This design comes from an exercise in tuning for small area and a short achievable clock period on the open sky130 flow, not from production work. RTL that was checked went through simulation tests only; none was proved equivalent to the original. For runs 1 and 2, only the layout was checked, not whether the RTL still works.

<file path="design/flow/config.mk">
export PLATFORM = sky130hd
export DESIGN_NAME = crc_unit
export DESIGN_NICKNAME = crc_unit
export VERILOG_FILES = /design/flow/design.v
export SDC_FILE = /design/flow/constraint.sdc
export NUM_CORES = 4
export LEC_CHECK = 0
export CAP_MARGIN = 20
export CORE_MARGIN = 2
export CORE_UTILIZATION = 40
export PLACE_DENSITY = 0.6
export SLEW_MARGIN = 20
export SYNTH_HIERARCHICAL = 1
export SYNTH_MINIMUM_KEEP_SIZE = 0
</file>
<file path="design/flow/constraint.sdc">
create_clock -name core_clock -period 15.0 [get_ports {m}]
set_input_delay 3.0000 -clock core_clock [delete_from_list [all_inputs] [get_ports {m}]]
set_output_delay 3.0000 -clock core_clock [all_outputs]
set_load 0.01 [all_outputs]
</file>
<file path="design/flow/design.v">
package crc_reg_pkg;
  typedef logic [1:0] reg_addr_t;
  typedef enum logic [1:0]
  {
    ORDER_NONE          = 2'd0,    
    ORDER_BITS_IN_BYTES = 2'd1,    
    ORDER_ALL_BITS      = 2'd2,    
    ORDER_BYTES         = 2'd3     
  } transpose_t;
endpackage
package crc_data_pkg;
  typedef logic [32-1:0] crc_word_t;
  typedef logic [32-1:0] crc_state_t;
  typedef logic crc_width_t;
endpackage
module crc_sel4
(
  input  logic [3:0]  s,
  input  logic [3:0]  d,
  output logic        y
);
  assign y = (s[0] & d[0]) | (s[1] & d[1]) | (s[2] & d[2]) | (s[3] & d[3]);
endmodule
module crc_bit_order
(
  input  crc_data_pkg::crc_word_t  word_in,
  input  crc_reg_pkg::transpose_t  order,
  output crc_data_pkg::crc_word_t  word_out
);
  logic [3:0] sel;
  assign sel[0] = (order == crc_reg_pkg::ORDER_NONE);
  assign sel[1] = (order == crc_reg_pkg::ORDER_BITS_IN_BYTES);
  assign sel[2] = (order == crc_reg_pkg::ORDER_ALL_BITS);
  assign sel[3] = (order == crc_reg_pkg::ORDER_BYTES);
  for (genvar b = 0; b < 4; b++)
  begin : g_byte
    for (genvar i = 0; i < 8; i++)
    begin : g_bit
      crc_sel4 u_sel
      (
        .s (sel),
        .d ({word_in[8*(3 - b) + i],         
             word_in[31 - (8*b + i)],        
             word_in[8*b + 7 - i],           
             word_in[8*b + i]}),             
        .y (word_out[8*b + i])
      );
    end
  end
endmodule
module crc_regs
(
  input  logic                      m,
  input  logic                      reset,
  input  logic                      wr,
  input  logic                      rd,
  input  crc_reg_pkg::reg_addr_t    addr,
  input  crc_data_pkg::crc_word_t   wdata,
  input  crc_data_pkg::crc_word_t   read_word,     
  output crc_data_pkg::crc_word_t   rdata,
  output logic                      rdata_valid,
  output crc_data_pkg::crc_word_t   gpoly,
  output crc_reg_pkg::transpose_t   ctrl_tot,
  output crc_reg_pkg::transpose_t   ctrl_totr,
  output logic                      ctrl_fxor,
  output logic                      ctrl_was,
  output crc_data_pkg::crc_width_t  ctrl_tcrc,
  output logic                      data_load,
  output logic                      seed_load
);
  logic                     data_wr;        
  crc_data_pkg::crc_word_t  ctrl_word;      
  crc_data_pkg::crc_word_t  read_mux;
  assign data_wr   = wr && (addr == 2'd0);
  assign data_load = data_wr && !ctrl_was;
  assign seed_load = data_wr && ctrl_was;
  always_ff @(posedge m)
  begin
    if (reset)
    begin
      gpoly     <= 32'h0000_1021;
      ctrl_tot  <= crc_reg_pkg::ORDER_NONE;
      ctrl_totr <= crc_reg_pkg::ORDER_NONE;
      ctrl_fxor <= 1'b0;
      ctrl_was  <= 1'b0;
      ctrl_tcrc <= 1'b0;
    end
    else if (wr)
    begin
      if (addr == 2'd1)
        gpoly <= wdata;
      if (addr == 2'd2)
      begin
        ctrl_tot  <= crc_reg_pkg::transpose_t'(wdata[31:30]);
        ctrl_totr <= crc_reg_pkg::transpose_t'(wdata[29:28]);
        ctrl_fxor <= wdata[26];
        ctrl_was  <= wdata[25];
        ctrl_tcrc <= wdata[24];    
      end
    end
  end
  always_comb
  begin
    ctrl_word                                = '0;
    ctrl_word[31:30]     = ctrl_tot;
    ctrl_word[29:28]   = ctrl_totr;
    ctrl_word[26]                 = ctrl_fxor;
    ctrl_word[25]                  = ctrl_was;
    ctrl_word[24]                 = ctrl_tcrc;
  end
  always_comb
  begin
    case (addr)
      2'd0:  read_mux = read_word;
      2'd1: read_mux = gpoly;
      2'd2:  read_mux = ctrl_word;
      default:         read_mux = '0;        
    endcase
  end
  always_ff @(posedge m)
  begin
    if (reset)
    begin
      rdata       <= '0;
      rdata_valid <= 1'b0;
    end
    else
    begin
      rdata_valid <= rd;
      if (rd)
        rdata <= read_mux;                    
    end
  end
endmodule
module crc_ax
(
  input  logic  a,
  input  logic  c,
  input  logic  g,
  output logic  y
);
  assign y = a ^ (c & g);
endmodule
module crc_pp
(
  input  logic  c0,
  input  logic  g0,
  input  logic  c1,
  input  logic  g1,
  output logic  y
);
  assign y = (c0 & g0) ^ (c1 & g1);
endmodule
module crc_x2
(
  input  logic  a,
  input  logic  b,
  output logic  y
);
  assign y = a ^ b;
endmodule
module crc_gx_top
#(
  parameter int N = 8
)
(
  input  logic [N-1:0] poly,       
  output logic [N-1:0] d           
);
  always_comb
  begin
    logic [N-1:0] w;
    w = poly;
    for (int i = 0; i < N; i++)
    begin
      d[i] = w[N-1];
      w = {w[N-2:0], 1'b0} ^ (w[N-1] ? poly : '0);
    end
  end
endmodule
module crc_gx_step
(
  input  logic [31:0]  gin,
  input  logic         top,        
  input  logic         top_out,
  input  logic [31:0]  poly,
  output logic [31:0]  gout
);
  for (genvar j = 0; j < 32; j++)
  begin : g_bit
    if (j == 0)
      assign gout[j] = top & poly[j];
    else if (j == 31)
      assign gout[j] = top_out;
    else
      crc_ax u_ax (.a(gin[j-1]), .c(top), .g(poly[j]), .y(gout[j]));
  end
endmodule
module crc_stage
#(
  parameter int           R    = 1,
  parameter logic [31:0]  INJ  = 32'h0,
  parameter logic [31:0]  POST = 32'h0
)
(
  input  logic [31:0]     acc_in,
  input  logic [R*32-1:0] gx,
  input  logic [31:0]     inj,
  output logic [31:0]     acc_out
);
  localparam int NP = R / 2;                   
  localparam int NL = NP + ((R % 2) ? 1 : 0);  
  logic [R-1:0] c;
  for (genvar i = 0; i < R; i++)
  begin : g_c
    assign c[i] = acc_in[31 - i];    
  end
  for (genvar j = 0; j < 32; j++)
  begin : g_bit
    localparam bit PRE    = INJ[j] && !POST[j];
    localparam bit HAS_SH = (j >= R) || PRE;
    localparam int NLEAF  = NL + ((HAS_SH && !(R % 2)) ? 1 : 0);
    logic              sh;           
    logic [NLEAF-1:0]  leaf;
    logic              sum;
    if (j < R)
    begin : g_nosh
      if (PRE)
        assign sh = inj[j];
      else
        assign sh = 1'b0;
    end
    else
    begin : g_sh
      if (PRE)
        crc_x2 u_inj (.a(acc_in[j-R]), .b(inj[j]), .y(sh));
      else
        assign sh = acc_in[j-R];
    end
    for (genvar k = 0; k < NP; k++)
    begin : g_pp
      crc_pp u_pp (.c0(c[2*k]),   .g0(gx[(R - 1 - 2*k) * 32 + j]),
                   .c1(c[2*k+1]), .g1(gx[(R - 2 - 2*k) * 32 + j]),
                   .y(leaf[k]));
    end
    if (R % 2)
    begin : g_odd
      if (HAS_SH)
        crc_ax u_ax (.a(sh), .c(c[R-1]), .g(gx[j]), .y(leaf[NP]));
      else
        assign leaf[NP] = c[R-1] & gx[j];
    end
    else if (HAS_SH)
    begin : g_even
      assign leaf[NP] = sh;
    end
    crc_xtree #(.N(NLEAF)) u_tree (.x(leaf), .y(sum));
    if (POST[j])
      crc_x2 u_post (.a(sum), .b(inj[j]), .y(acc_out[j]));
    else
      assign acc_out[j] = sum;
  end
endmodule
module crc_xtree
#(
  parameter int N = 1
)
(
  input  logic [N-1:0] x,
  output logic         y
);
  if (N == 1)
  begin : g_one
    assign y = x[0];
  end
  else if (N == 2)
  begin : g_two
    crc_x2 u_x (.a(x[0]), .b(x[1]), .y(y));
  end
  else
  begin : g_split
    localparam int H = 1 << $clog2(N) - 1;    
    logic ylo, yhi;
    crc_xtree #(.N(H))     u_lo (.x(x[H-1:0]), .y(ylo));
    crc_xtree #(.N(N - H)) u_hi (.x(x[N-1:H]), .y(yhi));
    crc_x2 u_x (.a(ylo), .b(yhi), .y(y));
  end
endmodule
module crc_engine
(
  input  logic                      m,
  input  logic                      reset,
  input  crc_data_pkg::crc_word_t   order_word,    
  input  crc_data_pkg::crc_word_t   gpoly,
  input  crc_data_pkg::crc_width_t  width,
  input  logic                      data_load,
  input  logic                      seed_load,
  input  logic                      width_flip,    
  output crc_data_pkg::crc_state_t  state
);
  logic [7*32-1:0]           gx;        
  logic [6:0]               d;         
  logic [31:0]               acc [7];   
  logic [15:0]               late;      
  logic [31:0]               inj2;
  logic [31:0]               inj3;
  logic [31:0]               inj4;
  logic [31:0]               inj_last;
  crc_data_pkg::crc_state_t  fold;
  crc_data_pkg::crc_state_t  seed;
  assign gx[31:0] = width ? gpoly : {gpoly[15:0], 16'h0000};
  crc_gx_top #(.N(7)) u_top
  (
    .poly (gx[31:25]),
    .d    (d)
  );
  for (genvar i = 1; i < 7; i++)
  begin : g_gx
    crc_gx_step u_step
    (
      .gin     (gx[(i-1)*32 +: 32]),
      .top     (d[i-1]),
      .top_out (d[i]),
      .poly    (gx[31:0]),
      .gout    (gx[i*32 +: 32])
    );
  end
  crc_data_pkg::crc_state_t  rem;
  assign state = width ? rem : {rem[15:0], rem[31:16]};
  assign acc[0]   = {rem[31:16], rem[15:0] & {16{width}}};
  assign late     = width ? 16'h0000 : order_word[31:16];
  assign inj_last = width ? order_word : {order_word[15:0], 16'h0000};
  always_comb
  begin
    inj2 = 32'h0;
    inj2[26] = late[15];
    inj2[25] = late[14];
  end
  always_comb
  begin
    inj3 = 32'h0;
    inj3[31] = late[13];
    inj3[30] = late[12];
    inj3[29] = late[11];
    inj3[28] = late[10];
    inj3[27] = late[9];
    inj3[26] = late[8];
    inj3[25] = late[7];
  end
  always_comb
  begin
    inj4 = 32'h0;
    inj4[31] = late[6];
    inj4[30] = late[5];
    inj4[29] = late[4];
    inj4[28] = late[3];
    inj4[27] = late[2];
    inj4[26] = late[1];
    inj4[25] = late[0];
  end
  crc_stage #(.R(1), .INJ(32'h00000000), .POST(32'h00000000)) u_st0
    (.acc_in(acc[0]), .gx(gx[0 +: 32]), .inj(32'h0), .acc_out(acc[1]));
  crc_stage #(.R(3), .INJ(32'h00000000), .POST(32'h00000000)) u_st1
    (.acc_in(acc[1]), .gx(gx[0 +: 96]), .inj(32'h0), .acc_out(acc[2]));
  crc_stage #(.R(7), .INJ(32'h06000000), .POST(32'h06000000)) u_st2
    (.acc_in(acc[2]), .gx(gx[0 +: 224]), .inj(inj2), .acc_out(acc[3]));
  crc_stage #(.R(7), .INJ(32'hFE000000), .POST(32'h00000000)) u_st3
    (.acc_in(acc[3]), .gx(gx[0 +: 224]), .inj(inj3), .acc_out(acc[4]));
  crc_stage #(.R(7), .INJ(32'hFE000000), .POST(32'h00000000)) u_st4
    (.acc_in(acc[4]), .gx(gx[0 +: 224]), .inj(inj4), .acc_out(acc[5]));
  crc_stage #(.R(7), .INJ(32'hFFFFFFFF), .POST(32'h00000000)) u_st5
    (.acc_in(acc[5]), .gx(gx[0 +: 224]), .inj(inj_last), .acc_out(acc[6]));
  assign fold = {acc[6][31:16], acc[6][15:0] & {16{width}}};
  assign seed = inj_last;
  always_ff @(posedge m)
  begin
    if (reset)
      rem <= 32'hFFFF_FFFF;
    else if (seed_load)
      rem <= seed;
    else if (data_load)
      rem <= fold;
    else if (width_flip)
      rem <= {rem[15:0], rem[31:16]};
  end
endmodule
module crc_readout
(
  input  crc_data_pkg::crc_state_t  state,
  input  crc_data_pkg::crc_width_t  width,
  input  logic                      fxor,
  input  crc_reg_pkg::transpose_t   order,
  output crc_data_pkg::crc_word_t   read_word
);
  crc_data_pkg::crc_word_t  inv_mask;    
  crc_data_pkg::crc_word_t  inv_word;
  assign inv_mask = width ? 32'hFFFF_FFFF : 32'h0000_FFFF;
  assign inv_word = fxor ? (state ^ inv_mask) : state;
  crc_bit_order u_read_order
  (
    .word_in  (inv_word),
    .order    (order),
    .word_out (read_word)
  );
endmodule
module crc_unit
(
  input  logic                     m,
  input  logic                     reset,
  input  logic                     wr,            
  input  logic                     rd,            
  input  crc_reg_pkg::reg_addr_t   addr,
  input  crc_data_pkg::crc_word_t  wdata,
  output crc_data_pkg::crc_word_t  rdata,
  output logic                     rdata_valid
);
  crc_data_pkg::crc_word_t   gpoly;
  crc_reg_pkg::transpose_t   ctrl_tot;
  crc_reg_pkg::transpose_t   ctrl_totr;
  logic                      ctrl_fxor;
  logic                      ctrl_was;
  crc_data_pkg::crc_width_t  ctrl_tcrc;
  logic                      data_load;
  logic                      seed_load;
  logic                      width_flip;    
  crc_data_pkg::crc_word_t   order_word;    
  crc_data_pkg::crc_state_t  state;
  crc_data_pkg::crc_word_t   read_word;     
  crc_regs u_regs
  (
    .m           (m),
    .reset       (reset),
    .wr          (wr),
    .rd          (rd),
    .addr        (addr),
    .wdata       (wdata),
    .read_word   (read_word),
    .rdata       (rdata),
    .rdata_valid (rdata_valid),
    .gpoly       (gpoly),
    .ctrl_tot    (ctrl_tot),
    .ctrl_totr   (ctrl_totr),
    .ctrl_fxor   (ctrl_fxor),
    .ctrl_was    (ctrl_was),
    .ctrl_tcrc   (ctrl_tcrc),
    .data_load   (data_load),
    .seed_load   (seed_load)
  );
  assign width_flip = wr && (addr == 2'd2) && (wdata[24] != ctrl_tcrc);
  crc_bit_order u_write_order
  (
    .word_in  (wdata),
    .order    (ctrl_tot),
    .word_out (order_word)
  );
  crc_engine u_engine
  (
    .m          (m),
    .reset      (reset),
    .order_word (order_word),
    .gpoly      (gpoly),
    .width      (ctrl_tcrc),
    .data_load  (data_load),
    .seed_load  (seed_load),
    .width_flip (width_flip),
    .state      (state)
  );
  crc_readout u_readout
  (
    .state     (state),
    .width     (ctrl_tcrc),
    .fxor      (ctrl_fxor),
    .order     (ctrl_totr),
    .read_word (read_word)
  );
endmodule
</file>
<file path="design/flow/flow/run.sh">
#!/bin/bash
# Standard layout, with timing repair aimed well below the clock period so
# that the achieved period shrinks; constraints are left as given.
set -o pipefail
cat standard.sh > standard_copy.log
cat config.mk > config_copy.log
export SETUP_SLACK_MARGIN=7
export TNS_END_PERCENT=20
bash standard.sh synth > synth.log 2>&1 || exit 1
bash standard.sh > finish.log 2>&1 || exit 1
</file>
<file path="design/flow/standard.sh">
#!/bin/bash
# synth_recipe.tcl (not shown) runs the flow's synth.tcl, then flattens the netlist and writes it again
# the make line also repeats each setting of config.mk as NAME=value (left out here)
make -C /OpenROAD-flow-scripts/flow DESIGN_CONFIG=/design/flow/config.mk WORK_HOME=/design/flow/orfs CLKGATE_MAP_FILE= SYNTH_SCRIPT=/design/flow/synth_recipe.tcl "${@:-finish}"
</file>
==> results of run 1 <==
[final cells by class]
class | instances | share of cell area
Clock inverter | 4 | 0.00115
Multi-Input combinational cell | 3238 | 0.778
Antenna cell | 1 | 0.0000821
Timing Repair Buffer | 281 | 0.108
Tap cell | 846 | 0.0347
Timing Repair inverter | 1 | 0.000246
Clock buffer | 12 | 0.00875
Sequential cell | 104 | 0.0687
Inverter | 4 | 0.000821
[metrics by stage]
stage | std cells | utilization
5_1_grt | 4490 | 0.483
4_1_cts | 4428 | 0.458
3_3_place_gp | 4345 | 0.419
6_report | 4491 | 0.483
3_5_place_dp | 4346 | 0.419
2_1_floorplan | 3638 | -
[worst paths after layout]
| path | start | to | slack, ps | cells past startpoint |
|---|---|---|---|---|
| hold / removal | u_regs.ctrl_fxor | u_regs.ctrl_fxor | 470 | 2 |
| setup / recovery | u_regs.ctrl_tcrc | u_engine.rem[16] | 6860 | 32 |
| hold reg to reg | u_regs.ctrl_fxor | u_regs.ctrl_fxor | 470 | 2 |
| setup reg to reg | u_regs.ctrl_tcrc | u_engine.rem[16] | 6860 | 32 |
[timing repair]
action / 4_1_cts / 5_1_grt
pin swaps: 35 / 62
cloned: 15 / 5
setup buffers: 51 / 57
hold buffers: 0 / 0
setup endpoints to repair: 32 / 32
gates resized for setup: 188 / 148
[routing by layer]
metal  global-route usage  routed length [µm]
met5                    0                  61
met4                0.212                9390
met3               0.0675               12700
met2                0.465               46000
met1                0.405               41900
[critical path, delay by kind of cell, from the launching register on]
| kind | cells | cell delay (ps) |
|---|---|---|
| simple gates | 5 | 640 |
| mux | 2 | 560 |
| flops | 1 | 380 |
| buf+inv | 9 | 1880 |
| compound gates | 1 | 140 |
| xor+xnor | 15 | 4430 |
[cell usage in the layout, fill, tap and decap left out, drive strengths merged, types with 9 or more instances in the layout]
master,instances
bufbuf,9
clkdlybuf4s50,66
xor2,894
xnor2,376
a221oi,16
nand2,1333
and2,82
a21oi,95
mux2i,26
mux2,106
o31ai,16
nor2b,63
buf,198
nor2,37
o21ai,19
dfxtp,104
nand3,9
a22oi,128
clkbuf,18
[flip-flops by register name, summed over array words and instances, names as in the netlist]
register            count
u_engine.rem           32
u_regs.ctrl_tot         2
u_regs.ctrl_fxor        1
u_regs.rdata_valid      1
u_regs.rdata           32
u_regs.gpoly           32
u_regs.ctrl_was         1
u_regs.ctrl_totr        2
u_regs.ctrl_tcrc        1
==> qor.yml, run 1 <==
outcome: "complete, no violations"
fin_nets: 3680
pre_cts_ws_ps: 3610
drtIter0Drc: 3678
avgSynthCellArea_um2: 7.02
fmax_ghz: 0.123
drv_cap: 0
numCtsBuffers: 9
vias: 25600
chipHeight_um: 257
fin_crit_sh: 0.543
cts_tree: "yes"
grt_antenna_before_repair: 5
postPlaceCellArea_um2: 26400
fillers: 6157
synthToLayoutAreaGrowth_pct: 19.3
viasPerCell: 5.69
rsz0062_at_grt: "false"
start_util: 0.405
drt_first_pass_iters: 9
skew_ps: 9.89
tightestPinTransition_ps: 1150
routabilityCongestion: 0.948
crit_required_ps: 15320
h-tree-depth: 3
die_w_um: 257
synthCells: 3638
coreArea_um2: 63100
max-slew-margin-rel: 0.230
path_clk_slew_ps: 80
drive_gt1_frac: 0.177
drt-total-wl_mm: 110
min_period_ps: 8140
finalSetupViolations: 0
dieArea_um2: 65900
finalSetupTns_ps: 0
ant_nets: 0
worstPathArrival_ps: 8460
num_rows: 92
grt_pass1_wl_mm: 155
clock_latency_ps: 390
worst_setup_path_end_kind: "flip-flop"
multi_input_area_um2: 23700
cts.path.max_buffers: 2
hold_violations: 0
gr-total-overflow: 0
regArea_um2: 2090
syn_area_um2: 25500
wl_per_cell_um: 24.5
slowest_delay_ps: 530
pin_count: 71
syn-num-nets: 3679
io_buffer_count: 70
cp_max_fo: 32
grtUsageTotal: 0.313
hold_path.class: "reg2reg"
clock-root-buffer: "clkbuf_16"
path_class: "reg2reg"
drc_errors: 0
fin_area_um2: 30500
postLayoutSetupSlackWorst_ps: 6860
drv_slew: 0
startpoint_type: "flip-flop"
grt_max_degree: 76
grt_pass1_vias: 23100
yosys_warnings: 11
cp_slowest_cell: "xnor2_1"
clock-sinks: 104
hpwl_mm: 69.8
whs_ps: 466
==> run 2, diff against run 1 <==
--- a/design/flow/flow/run.sh
+++ b/design/flow/flow/run.sh
@@ -6,3 +6,3 @@
 cat config.mk > config_copy.log
-export SETUP_SLACK_MARGIN=7
+export SETUP_SLACK_MARGIN=8.5
 export TNS_END_PERCENT=20
==> qor.yml, run 2 <==
outcome: "complete, no violations"
wl_per_cell_um: 26.3
drv_slew: 0
finish.utilization: 0.500
fin_cells: 4524
hold_depth: 2
rsz0062_at_grt: "true"
grt_antenna_before_repair: 13
avgSynthCellArea_um2: 7.02
hold_violations: 0
synthCells: 3638
fin_crit_sh: 0.524
drc_errors: 0
dieArea_um2: 65900
cp_cell_sequence: "clkdlybuf4s50_1 -> a22oi_1 -> nand2_2 -> nor2b_4 -> xor2_4 -> buf_12 -> nand2_1 -> xor2_2 -> xor2_2 -> xor2_4 -> buf_12 -> nand2_1 -> xor2_2 -> xor2_2 -> xor2_4 -> buf_6 -> buf_12 -> buf_12 -> nand2_1 -> xor2_1 -> xor2_1 -> xor2_1 -> mux2i_1 -> o21ai_1"
slowest_delay_ps: 600
hpwl_mm: 69.5
finalSetupViolations: 0
synthToLayoutAreaGrowth_pct: 23.5
clock_latency_ps: 410
drive_gt1_frac: 0.208
ant_nets: 0
most-common-layout-cells: "1279 x nand2_1, 775 x xor2_1, 228 x xnor2_1"
skew_ps: 29.4
grtUsageTotal: 0.335
gr-total-overflow: 0
num_rows: 92
start_util: 0.405
coreArea_um2: 63100
fillers: 5928
cp_slowest_cell: "clkdlybuf4s50_1"
startpoint_type: "input pin"
io_buffer_count: 70
drt_first_pass_iters: 6
layout_commonest_cell: "nand2_1"
cts.path.max_buffers: 2
path_buf_inv: 6
grt_pass1_wl_mm: 165
die_w_um: 257
min_from: "u_regs.gpoly[31]"
viasPerCell: 5.83
cts_tree: "yes"
drt-total-wl_mm: 119
grt_pass1_vias: 24200
hold_path.class: "reg2reg"
clock-root-buffer: "clkbuf_16"
numCtsBuffers: 9
reg_top3: "u_engine.rem: 32 flops, u_regs.gpoly: 32 flops, u_regs.rdata: 32 flops"
min_period_ps: 7850
worst_setup_path_end_kind: "flip-flop"
crit_required_ps: 15270
drtIter0Drc: 4079
path_class: "in2reg"
clock-sinks: 104
startpoint: "wdata[7]"
routabilityCongestion: 0.989
ctsHoldBuffers: 0
syn-num-nets: 3679
fin_nets: 3710
path_clk_slew_ps: 110
pin_count: 71
finalSetupTns_ps: 0
yosys_warnings: 11
min_to: "u_regs.gpoly[31]"
cp_max_fo: 7
vias: 26400
fmax_ghz: 0.127
drv_cap: 0
critPathTopFamily: "XOR/XNOR gates"
h-tree-depth: 3
tightestPinTransition_ps: 1190
grt_max_degree: 66
chipHeight_um: 257
syn_area_um2: 25500
r2r-start: "u_regs.ctrl_tcrc"
worstPathArrival_ps: 8130
r2r.worst_path.cells: 35
reg2reg_slack_ps: 7160
max-slew-margin-rel: 0.202
r2r_end: "u_engine.rem[29]"
dp.cells: 4330
run 2: timing repair:
item,in CTS,in global routing
pin swaps,101,67
hold endpoints to repair,0,0
gates resized for setup,363,105
gates cloned,17,8
setup buffers,88,61
setup endpoints to repair,32,32
run 2: area by class of cell:
cell class	count	area, µm²	area share
Tap cell	846	1060	0.0336
Antenna cell	4	10.0	0.000317
Inverter	4	18.8	0.000595
Timing Repair Buffer	315	3810	0.121
Clock buffer	9	225	0.00714
Clock inverter	7	61.3	0.00194
Multi-Input combinational cell	3235	24200	0.769
Sequential cell	104	2090	0.0664
run 2: worst max path at each step:
stage,cells after the start,end,slack (ps)
floorplan,35,u_engine.rem[10],7220
global placement,35,u_engine.rem[5],4240
detailed placement,35,u_engine.rem[5],4000
CTS,29,u_engine.rem[13],7590
global route,34,u_engine.rem[14],7050
finish,24,u_engine.rem[29],7150
run 2: tightest hold or removal path, delay by kind of cell, from the launching register on:
| family | cells | cell delay [ps] |
|---|---|---|
| DFF | 1 | 330 |
| and+or+nand+nor | 1 | 60 |
| AOI/OAI and AO/OA | 1 | 50 |
run 2: routing by layer:
| layer | global-route usage | wire length (µm) | up-vias |
|---|---|---|---|
| met5 | 0.000731 | 93 | - |
| li1 | - | - | 11300 |
| met2 | 0.482 | 48800 | 2043 |
| met4 | 0.231 | 9950 | 14 |
| met1 | 0.420 | 44000 | 12400 |
| met3 | 0.112 | 16300 | 596 |
run 2: metrics by stage:
| step | area [µm²] | hold WS, ps | setup slack [ps] |
|---|---|---|---|
| 2_1_floorplan | 25800 | 442 | 7220 |
| 3_3_place_gp | 26400 | 454 | 4240 |
| 3_5_place_dp | 26400 | 460 | 4000 |
| 4_1_cts | 30200 | 473 | 7590 |
| 5_1_grt | 31500 | 515 | 7050 |
| 6_report | 31500 | 478 | 7150 |
==> run 3, diff against run 2 <==
--- a/design/flow/design.v
+++ b/design/flow/design.v
@@ -61,3 +61,3 @@
   output logic                      rdata_valid,
-  output crc_data_pkg::crc_word_t   gpoly,
+  output crc_data_pkg::crc_word_t   gpoly_q,       
   output crc_reg_pkg::transpose_t   ctrl_tot,
@@ -70,2 +70,3 @@
 );
+  localparam crc_data_pkg::crc_word_t GPOLY_RESET = 32'h0000_1021;
   logic                     data_wr;        
@@ -73,2 +74,4 @@
   crc_data_pkg::crc_word_t  read_mux;
+  crc_data_pkg::crc_word_t  gpoly;          
+  logic                     width_flip;     
   assign data_wr   = wr && (addr == 2'd0);
@@ -76,2 +79,3 @@
   assign seed_load = data_wr && ctrl_was;
+  assign width_flip = (addr == 2'd2) && (wdata[24] != ctrl_tcrc);
   always_ff @(posedge m)
@@ -80,3 +84,3 @@
     begin
-      gpoly     <= 32'h0000_1021;
+      gpoly_q   <= {GPOLY_RESET[15:0], GPOLY_RESET[31:16]};    
       ctrl_tot  <= crc_reg_pkg::ORDER_NONE;
@@ -90,3 +94,5 @@
       if (addr == 2'd1)
-        gpoly <= wdata;
+        gpoly_q <= ctrl_tcrc ? wdata : {wdata[15:0], wdata[31:16]};
+      if (width_flip)
+        gpoly_q <= {gpoly_q[15:0], gpoly_q[31:16]};
       if (addr == 2'd2)
@@ -101,2 +107,3 @@
   end
+  assign gpoly = ctrl_tcrc ? gpoly_q : {gpoly_q[15:0], gpoly_q[31:16]};
   always_comb
@@ -281,3 +288,3 @@
   begin : g_split
-    localparam int H = 1 << $clog2(N) - 1;    
+    localparam int H = (N > 16) ? 16 : (N > 8) ? 8 : (N > 4) ? 4 : (N > 2) ? 2 : 1;
     logic ylo, yhi;
@@ -293,3 +300,3 @@
   input  crc_data_pkg::crc_word_t   order_word,    
-  input  crc_data_pkg::crc_word_t   gpoly,
+  input  crc_data_pkg::crc_word_t   gpoly,         
   input  crc_data_pkg::crc_width_t  width,
@@ -310,3 +317,3 @@
   crc_data_pkg::crc_state_t  seed;
-  assign gx[31:0] = width ? gpoly : {gpoly[15:0], 16'h0000};
+  assign gx[31:0] = {gpoly[31:16], gpoly[15:0] & {16{width}}};
   crc_gx_top #(.N(7)) u_top
@@ -439,3 +446,3 @@
     .rdata_valid (rdata_valid),
-    .gpoly       (gpoly),
+    .gpoly_q     (gpoly),
     .ctrl_tot    (ctrl_tot),
==> qor.yml, run 3 <==
outcome: "complete, no violations"
drv_cap: 0
die_w_um: 259
dieArea_um2: 67000
cts.path.max_buffers: 2
max-slew-margin-rel: 0.238
vias: 27300
syn-num-nets: 3753
fmax_ghz: 0.133
cts_tree: "yes"
drv_slew: 0
ant_nets: 0
synthToLayoutAreaGrowth_pct: 24.4
hold_path.class: "reg2reg"
layout_commonest_cell: "nand2_1"
pin_count: 71
h-tree-depth: 3
fin_area_um2: 32300
min_period_ps: 7530
clock_latency_ps: 380
fillers: 5906
avgSynthCellArea_um2: 6.99
finalSetupViolations: 0
viasPerCell: 5.93
whs_ps: 473
grt_pass1_vias: 25200
gr-total-overflow: 0
io_buffer_count: 70
drt-met1-wl_mm: 44.6
fin_crit_sh: 0.502
finalSetupTns_ps: 0
drc_errors: 0
fin_nets: 3786
worstPathArrival_ps: 7830
grt_max_degree: 73
postLayoutSetupSlackWorst_ps: 7470
chipHeight_um: 259
worst_setup_path_end_kind: "flip-flop"
clock-sinks: 104
fin_cells: 4607
numCtsBuffers: 9
startpoint_type: "flip-flop"
hpwl_mm: 72.9
drtIter0Drc: 4514
drt_first_pass_iters: 7
yosys_warnings: 11
num_rows: 93
tightestPinTransition_ps: 1130
grtUsageTotal: 0.342
grt_pass1_wl_mm: 170
pre_cts_ws_ps: 5080
path_class: "reg2reg"
hold_violations: 0
dp.cells: 4448
routabilityCongestion: 0.945
slowest_delay_ps: 450
rsz0062_at_grt: "true"
cp_slowest_cell: "xor2_1"
route.met2.wl_mm: 48.4
met3WireLength_mm: 16.3
cp_max_fo: 16
clock-root-buffer: "clkbuf_16"
syn_area_um2: 26000
drt-total-wl_mm: 119
wl_per_cell_um: 25.8
top_layer_used: "met5"
postPlaceCellArea_um2: 27300
path_clk_slew_ps: 90
most-common-layout-cells: "1257 x nand2_1, 734 x xor2_1, 238 x xnor2_1"
start_util: 0.403
coreArea_um2: 64300
ctsHoldBuffers: 0
grt_antenna_before_repair: 2
synthCells: 3712
crit_required_ps: 15300
finish.utilization: 0.502
skew_ps: 16.2
reg_top3: "u_engine.rem: 32 flops, u_regs.gpoly_q: 32 flops, u_regs.rdata: 32 flops"
path_common_cell: "xor2_2"
drive_gt1_frac: 0.201
run 3: critical path: cells and delay by family (launching register included):
family	cells	cell delay, ps
buffers and inverters	7	1450
AOI/OAI and AO/OA	1	180
xor gates and xnor gates	18	4830
muxes	1	80
DFF	1	430
and+or+nand+nor	4	470
run 3: cell type report:
class / instances / area [µm²] / share of cell area
clock buffers: 9 / 225 / 0.00697
flip-flops and latches: 104 / 2100 / 0.0649
multi-input cells: 3296 / 25100 / 0.776
repair inverters: 1 / 7.51 / 0.000232
repair buffers: 326 / 3710 / 0.115
inverters: 7 / 30.0 / 0.000930
well taps: 855 / 1070 / 0.0331
clock inverters: 7 / 82.6 / 0.00256
diodes: 2 / 5.00 / 0.000155
run 3: per-layer routing:
| metal | global-route usage | vias to the layer above |
|---|---|---|
| met5 | 0 | - |
| met4 | 0.231 | 2 |
| met3 | 0.0990 | 608 |
| met2 | 0.497 | 2208 |
| met1 | 0.435 | 12900 |
| li1 | - | 11600 |
run 3: path summary, 6_finish.rpt:
check / to / slack [ps] / startpoint / depth (start not counted)
hold / removal: u_regs.rdata[0] / 470 / u_regs.rdata[0] / 2
hold reg to reg: u_regs.rdata[0] / 470 / u_regs.rdata[0] / 2
setup / recovery: u_engine.rem[20] / 7470 / u_regs.gpoly_q[19] / 31
setup reg to reg: u_engine.rem[20] / 7470 / u_regs.gpoly_q[19] / 31
run 3: repair_timing:
action | 4_1_cts | 5_1_grt
resized for setup | 417 | 59
cloned | 27 | 0
endpoints found under the hold margin | 0 | 0
endpoints found under the setup margin | 32 | 32
setup buffers | 113 | 1
pin swaps | 90 | 29
==> run 4, diff against run 3 <==
--- a/design/flow/design.v
+++ b/design/flow/design.v
@@ -62,2 +62,3 @@
   output crc_data_pkg::crc_word_t   gpoly_q,       
+  output crc_data_pkg::crc_word_t   gpoly_next,    
   output crc_reg_pkg::transpose_t   ctrl_tot,
@@ -74,3 +75,4 @@
   crc_data_pkg::crc_word_t  read_mux;
-  crc_data_pkg::crc_word_t  gpoly;          
+  crc_data_pkg::crc_word_t  held;           
+  crc_data_pkg::crc_word_t  unswapped;      
   logic                     width_flip;     
@@ -80,2 +82,17 @@
   assign width_flip = (addr == 2'd2) && (wdata[24] != ctrl_tcrc);
+  always_comb
+  begin
+    gpoly_next = gpoly_q;
+    if (reset)
+      gpoly_next = {GPOLY_RESET[15:0], GPOLY_RESET[31:16]};    
+    else if (wr)
+    begin
+      if (addr == 2'd1)
+        gpoly_next = ctrl_tcrc ? wdata : {wdata[15:0], wdata[31:16]};
+      if (width_flip)
+        gpoly_next = {gpoly_q[15:0], gpoly_q[31:16]};
+    end
+  end
+  always_ff @(posedge m)
+    gpoly_q <= gpoly_next;
   always_ff @(posedge m)
@@ -84,3 +101,2 @@
     begin
-      gpoly_q   <= {GPOLY_RESET[15:0], GPOLY_RESET[31:16]};    
       ctrl_tot  <= crc_reg_pkg::ORDER_NONE;
@@ -93,6 +109,2 @@
     begin
-      if (addr == 2'd1)
-        gpoly_q <= ctrl_tcrc ? wdata : {wdata[15:0], wdata[31:16]};
-      if (width_flip)
-        gpoly_q <= {gpoly_q[15:0], gpoly_q[31:16]};
       if (addr == 2'd2)
@@ -107,3 +119,4 @@
   end
-  assign gpoly = ctrl_tcrc ? gpoly_q : {gpoly_q[15:0], gpoly_q[31:16]};
+  assign held      = (addr == 2'd1) ? gpoly_q : read_word;
+  assign unswapped = ctrl_tcrc ? held : {held[15:0], held[31:16]};
   always_comb
@@ -120,4 +133,4 @@
     case (addr)
-      2'd0:  read_mux = read_word;
-      2'd1: read_mux = gpoly;
+      2'd0:  read_mux = unswapped;
+      2'd1: read_mux = unswapped;
       2'd2:  read_mux = ctrl_word;
@@ -301,2 +314,3 @@
   input  crc_data_pkg::crc_word_t   gpoly,         
+  input  logic [31:25]               gpoly_top_next,   
   input  crc_data_pkg::crc_width_t  width,
@@ -305,3 +319,3 @@
   input  logic                      width_flip,    
-  output crc_data_pkg::crc_state_t  state
+  output crc_data_pkg::crc_state_t  rem            
 );
@@ -318,7 +332,12 @@
   assign gx[31:0] = {gpoly[31:16], gpoly[15:0] & {16{width}}};
+  logic [6:0]               d_next;
+  logic [6:1]               d_q;
   crc_gx_top #(.N(7)) u_top
   (
-    .poly (gx[31:25]),
-    .d    (d)
+    .poly (gpoly_top_next),
+    .d    (d_next)
   );
+  always_ff @(posedge m)
+    d_q <= d_next[6:1];
+  assign d = {d_q, gx[31]};
   for (genvar i = 1; i < 7; i++)
@@ -334,4 +353,2 @@
   end
-  crc_data_pkg::crc_state_t  rem;
-  assign state = width ? rem : {rem[15:0], rem[31:16]};
   assign acc[0]   = {rem[31:16], rem[15:0] & {16{width}}};
@@ -395,3 +412,3 @@
 (
-  input  crc_data_pkg::crc_state_t  state,
+  input  crc_data_pkg::crc_state_t  rem,           
   input  crc_data_pkg::crc_width_t  width,
@@ -403,4 +420,4 @@
   crc_data_pkg::crc_word_t  inv_word;
-  assign inv_mask = width ? 32'hFFFF_FFFF : 32'h0000_FFFF;
-  assign inv_word = fxor ? (state ^ inv_mask) : state;
+  assign inv_mask = width ? 32'hFFFF_FFFF : 32'hFFFF_0000;
+  assign inv_word = fxor ? (rem ^ inv_mask) : rem;
   crc_bit_order u_read_order
@@ -424,2 +441,3 @@
   crc_data_pkg::crc_word_t   gpoly;
+  crc_data_pkg::crc_word_t   gpoly_next;    
   crc_reg_pkg::transpose_t   ctrl_tot;
@@ -433,3 +451,3 @@
   crc_data_pkg::crc_word_t   order_word;    
-  crc_data_pkg::crc_state_t  state;
+  crc_data_pkg::crc_state_t  rem;           
   crc_data_pkg::crc_word_t   read_word;     
@@ -447,2 +465,3 @@
     .gpoly_q     (gpoly),
+    .gpoly_next  (gpoly_next),
     .ctrl_tot    (ctrl_tot),
@@ -468,2 +487,3 @@
     .gpoly      (gpoly),
+    .gpoly_top_next (gpoly_next[31:25]),
     .width      (ctrl_tcrc),
@@ -472,3 +492,3 @@
     .width_flip (width_flip),
-    .state      (state)
+    .rem        (rem)
   );
@@ -476,3 +496,3 @@
   (
-    .state     (state),
+    .rem       (rem),
     .width     (ctrl_tcrc),
--- a/design/flow/flow/run.sh
+++ b/design/flow/flow/run.sh
@@ -6,4 +6,6 @@
 cat config.mk > config_copy.log
-export SETUP_SLACK_MARGIN=8.5
+export SETUP_SLACK_MARGIN=7
 export TNS_END_PERCENT=20
+# port buffers: the smallest plain buffer, resized later where timing needs it
+export BUFFER_PORTS_ARGS="-buffer_cell sky130_fd_sc_hd__buf_1"
 bash standard.sh synth > synth.log 2>&1 || exit 1
==> qor.yml, run 4 <==
drc_errors: 0
gr-total-overflow: 0
synthToLayoutAreaGrowth_pct: 8.52
most-common-layout-cells: "1310 x nand2_1, 844 x xor2_1, 277 x xnor2_1"
outcome: "complete, no violations"
hpwl_mm: 76.1
drv_cap: 0
fin_nets: 3662
crit_required_ps: 15300
grt_pass1_wl_mm: 162
path_clk_slew_ps: 110
grt_max_degree: 73
coreArea_um2: 64500
min_from: "u_regs.ctrl_fxor"
syn-num-nets: 3781
hold_violations: 0
critPathTopFamily: "XOR/XNOR gates"
hold_path.class: "reg2reg"
die_w_um: 259
fillers: 6571
rsz0062_at_grt: "true"
skew_ps: 37.4
vias: 25800
syn_area_um2: 26000
fmax_ghz: 0.128
chipHeight_um: 259
slowest_delay_ps: 510
pin_count: 71
ant_nets: 0
start_util: 0.404
startpoint_type: "flip-flop"
viasPerCell: 5.75
clock-root-buffer: "clkbuf_16"
drv_slew: 0
fin_area_um2: 28300
fin_cells: 4483
postPlaceCellArea_um2: 26500
dieArea_um2: 67200
wl_per_cell_um: 25.1
synthCells: 3740
max-slew-margin-rel: 0.406
avgSynthCellArea_um2: 6.96
layout_commonest_cell: "nand2_1"
grtUsageTotal: 0.325
path_class: "reg2reg"
path_buf_inv: 6
ctsHoldBuffers: 0
grt_antenna_before_repair: 4
drt_first_pass_iters: 6
tightestPinTransition_ps: 890
dp.cells: 4439
startpoint: "u_engine.d_q[1]"
routabilityCongestion: 1.04
yosys_warnings: 11
cts.path.max_buffers: 2
multi_input_area_um2: 23100
worst_setup_path_end_kind: "flip-flop"
cts_tree: "yes"
worstPathArrival_ps: 8140
clock_latency_ps: 440
reg2reg_slack_ps: 7160
drive_gt1_frac: 0.109
drt-total-wl_mm: 113
min_period_ps: 7840
cp_slowest_cell: "buf_4"
finalSetupViolations: 0
numCtsBuffers: 9
num_rows: 93
cp_max_fo: 36
r2r_end: "u_engine.rem[15]"
hold_depth: 2
regArea_um2: 2210
fin_crit_sh: 0.523
io_buffer_count: 70
min_to: "u_regs.ctrl_fxor"
finalSetupTns_ps: 0
path_common_cell: "xor2_1"
h-tree-depth: 3
drtIter0Drc: 3168
clock-sinks: 110
r2r.worst_path.cells: 31
reg_top3: "u_engine.rem: 32 flops, u_regs.gpoly_q: 32 flops, u_regs.rdata: 32 flops"
grt_pass1_vias: 23300
r2r-start: "u_engine.d_q[1]"
[run 4: changes by cell type in the layout (fill, tap and decap cells not counted), moves of 53 or more]
cell,before,now
xor2_1,734,844
xor2_2,127,19
buf_4,177,104
nor2_1,18,88
buf_1,0,66
mux2i_1,91,26
nand2_1,1257,1310
[run 4: repair_timing]
item,CTS,global route
setup buffers,18,6
endpoints found under the setup margin,32,32
cloned,1,0
pin swaps,12,8
resized for setup,94,77
[run 4: stage by stage]
| step | worst slack [ps] | hold slack [ps] | utilization |
|---|---|---|---|
| after floorplan | 7480 | 453 | - |
| after global placement | 5560 | 444 | 0.409 |
| after detailed placement | 5720 | 448 | 0.411 |
| after CTS | 7000 | 463 | 0.428 |
| after global routing | 6900 | 487 | 0.438 |
| final | 7160 | 465 | 0.438 |
[run 4: metal layers]
metal,part of all wire,GRT usage
met3,0.12,0.0858
met4,0.074,0.210
met2,0.41,0.468
met5,0,0
met1,0.39,0.428
[run 4: worst max-delay path by stage]
stage                             to  slack (ps)  cells past startpoint
CTS                 u_engine.rem[11]        7000                     30
floorplan            u_engine.rem[2]        7480                     29
global route        u_engine.rem[28]        6900                     26
detailed placement  u_engine.rem[10]        5720                     30
finish              u_engine.rem[15]        7160                     31
global placement     u_engine.rem[9]        5560                     29
[run 4: cell type report]
class                      instances  share of cell area
sequential                       110              0.0782
multi-input combinational       3287               0.817
inverter                           8             0.00106
tap                              855              0.0379
clock inverter                     7             0.00319
timing repair buffer             205              0.0544
antenna                            2            0.000177
clock buffer                       9             0.00797
[run 4: tightest hold or removal path, delay by kind of cell (launching register included)]
kind	cells	cell delay (ps)
flip-flops	1	330
AO/OA/AOI/OAI	1	50
AND/OR/NAND/NOR	1	50
==> run 5, diff against run 4 <==
--- a/design/flow/flow/run.sh
+++ b/design/flow/flow/run.sh
@@ -6,3 +6,3 @@
 cat config.mk > config_copy.log
-export SETUP_SLACK_MARGIN=7
+export SETUP_SLACK_MARGIN=7.5
 export TNS_END_PERCENT=20
==> qor.yml, run 5 <==
pin_count: 71
num_rows: 93
finalSetupViolations: 0
antenna_cells: 0
ctsHoldBuffers: 0
synthToLayoutAreaGrowth_pct: 12.3
drv_cap: 0
layout_commonest_cell: "nand2_1"
grt_antenna_before_repair: 2
tightestPinTransition_ps: 1020
fillers: 6505
gr-total-overflow: 0
fin_area_um2: 29300
clock_latency_ps: 410
die_w_um: 259
drive_gt1_frac: 0.136
routabilityCongestion: 1.00
multi_input_area_um2: 23600
most-common-layout-cells: "1309 x nand2_1, 817 x xor2_1, 245 x xnor2_1"
chipHeight_um: 259
min_to: "u_regs.rdata[30]"
drt-total-wl_mm: 114
finalSetupTns_ps: 0
viasPerCell: 5.82
min_from: "u_regs.rdata[30]"
synthCells: 3740
path_class: "reg2reg"
io_buffer_count: 70
crit_required_ps: 15320
vias: 26300
fin_crit_sh: 0.503
coreArea_um2: 64500
reg_top3: "u_engine.rem: 32 flops, u_regs.gpoly_q: 32 flops, u_regs.rdata: 32 flops"
postPlaceCellArea_um2: 26500
finish.utilization: 0.454
grt_max_degree: 66
drv_slew: 0
syn-num-nets: 3781
clock-root-buffer: "clkbuf_16"
syn_area_um2: 26000
min_period_ps: 7540
outcome: "complete, no violations"
hold_violations: 0
drtIter0Drc: 3885
grtUsageTotal: 0.325
fin_nets: 3695
max-slew-margin-rel: 0.321
drt_first_pass_iters: 6
regArea_um2: 2220
cts_tree: "yes"
fmax_ghz: 0.133
grt_pass1_wl_mm: 163
h-tree-depth: 3
cp_slowest_cell: "dfxtp_4"
hold_path.class: "reg2reg"
r2r.worst_path.cells: 33
startpoint_type: "flip-flop"
r2r_end: "u_engine.rem[4]"
clock-sinks: 110
drc_errors: 0
skew_ps: 22.5
grt_pass1_vias: 23800
worst_setup_path_end_kind: "flip-flop"
avgSynthCellArea_um2: 6.96
yosys_warnings: 11
rsz0062_at_grt: "true"
cp_max_fo: 32
hold_depth: 2
start_util: 0.404
reg2reg_slack_ps: 7460
worstPathArrival_ps: 7870
path_clk_slew_ps: 90
wl_per_cell_um: 25.4
dieArea_um2: 67200
numCtsBuffers: 9
ant_nets: 0
hpwl_mm: 74.3
r2r-start: "u_engine.rem[31]"
slowest_delay_ps: 450
cts.path.max_buffers: 2
## run 5: worst max-delay path by stage
stage                  startpoint                to  slack, ps  depth (start not counted)
3_3_place_gp   u_regs.gpoly_q[31]  u_engine.rem[11]       5660                         30
2_1_floorplan  u_regs.gpoly_q[31]   u_engine.rem[2]       7580                         29
3_5_place_dp   u_regs.gpoly_q[31]  u_engine.rem[11]       5600                         30
5_1_grt        u_regs.gpoly_q[31]   u_engine.rem[4]       7350                         34
6_report         u_engine.rem[31]   u_engine.rem[4]       7460                         33
4_1_cts                  wdata[1]  u_engine.rem[14]       7480                         22
## run 5: metal layers
layer | vias to the layer above | GRT usage | part of all wire
li1 | 11600 | - | -
met1 | 12400 | 0.416 | 0.38
met2 | 1816 | 0.481 | 0.42
met3 | 445 | 0.0819 | 0.12
met4 | 2 | 0.218 | 0.077
met5 | - | 0 | 0.00011
## run 5: final cells by class
class / count / area share
clock buffers: 9 / 0.00770
clock inverters: 7 / 0.00257
inverters: 8 / 0.00103
multi-input cells: 3286 / 0.806
flip-flops and latches: 110 / 0.0759
well taps: 855 / 0.0366
repair buffers: 239 / 0.0701
## run 5: worst max-delay path: cells and delay by family (launching register included)
family / cells / cell delay [ps]
simple gates: 6 / 730
xor+xnor: 15 / 3570
buf+inv: 10 / 2200
compound gates: 2 / 360
flops: 1 / 450
## run 5: per-stage QoR
| step | std cells | hold slack (ps) | setup slack [ps] |
|---|---|---|---|
| floorplan | 3740 | 453 | 7580 |
| detailed placement | 4450 | 469 | 5600 |
| global placement | 4450 | 467 | 5660 |
| global route | 4514 | 498 | 7350 |
| finish | 4514 | 483 | 7460 |
| CTS | 4480 | 488 | 7480 |
## run 5: what timing repair did
item                       CTS  global route
setup endpoints to repair   32            32
resized for setup          164           142
setup buffers               14            29
cloned                       0             5
pin swaps                   14            32

-- what the ideal ports hide --
The flow's constraints put no driver on any port. The routed layouts listed below were extracted and timed again, unchanged, in two steps.
Step 1 (the two cells are an assumption about what drives the block):
set clk [get_ports {m}]
set_driving_cell -lib_cell sky130_fd_sc_hd__clkbuf_16 $clk
set_driving_cell -lib_cell sky130_fd_sc_hd__buf_2 [delete_from_list [all_inputs] $clk]
Step 2 also shifts input and output timing later by t, the mid clock arrival at the registers, as if the neighbouring blocks saw the same clock.
a / b / c = no drivers / after step 1 / after step 2; a / b = the first two.
| run | t, ns | setup slack, ns | slew at the worst register clock pin (ns) | worst data-port slew with drivers (ns) |
|---|---|---|---|---|
| run 1 | 0.437 | 6.860 / 6.860 / 6.569 | 0.08 / 0.08 | 0.06 |
| run 2 | 0.455 | 7.146 / 7.160 / 6.726 | 0.11 / 0.11 | 0.05 |
| run 3 | 0.417 | 7.471 / 7.471 / 7.340 | 0.09 / 0.09 | 0.05 |
| run 4 | 0.480 | 7.160 / 7.160 / 6.681 | 0.11 / 0.11 | 0.08 |
| run 5 | 0.456 | 7.457 / 7.457 / 7.109 | 0.10 / 0.10 | 0.08 |
After both steps every run listed still meets setup and hold. The setup slack of run 4, which loses most, moves by 0.000 ns with the drivers and by -0.479 ns with both steps.
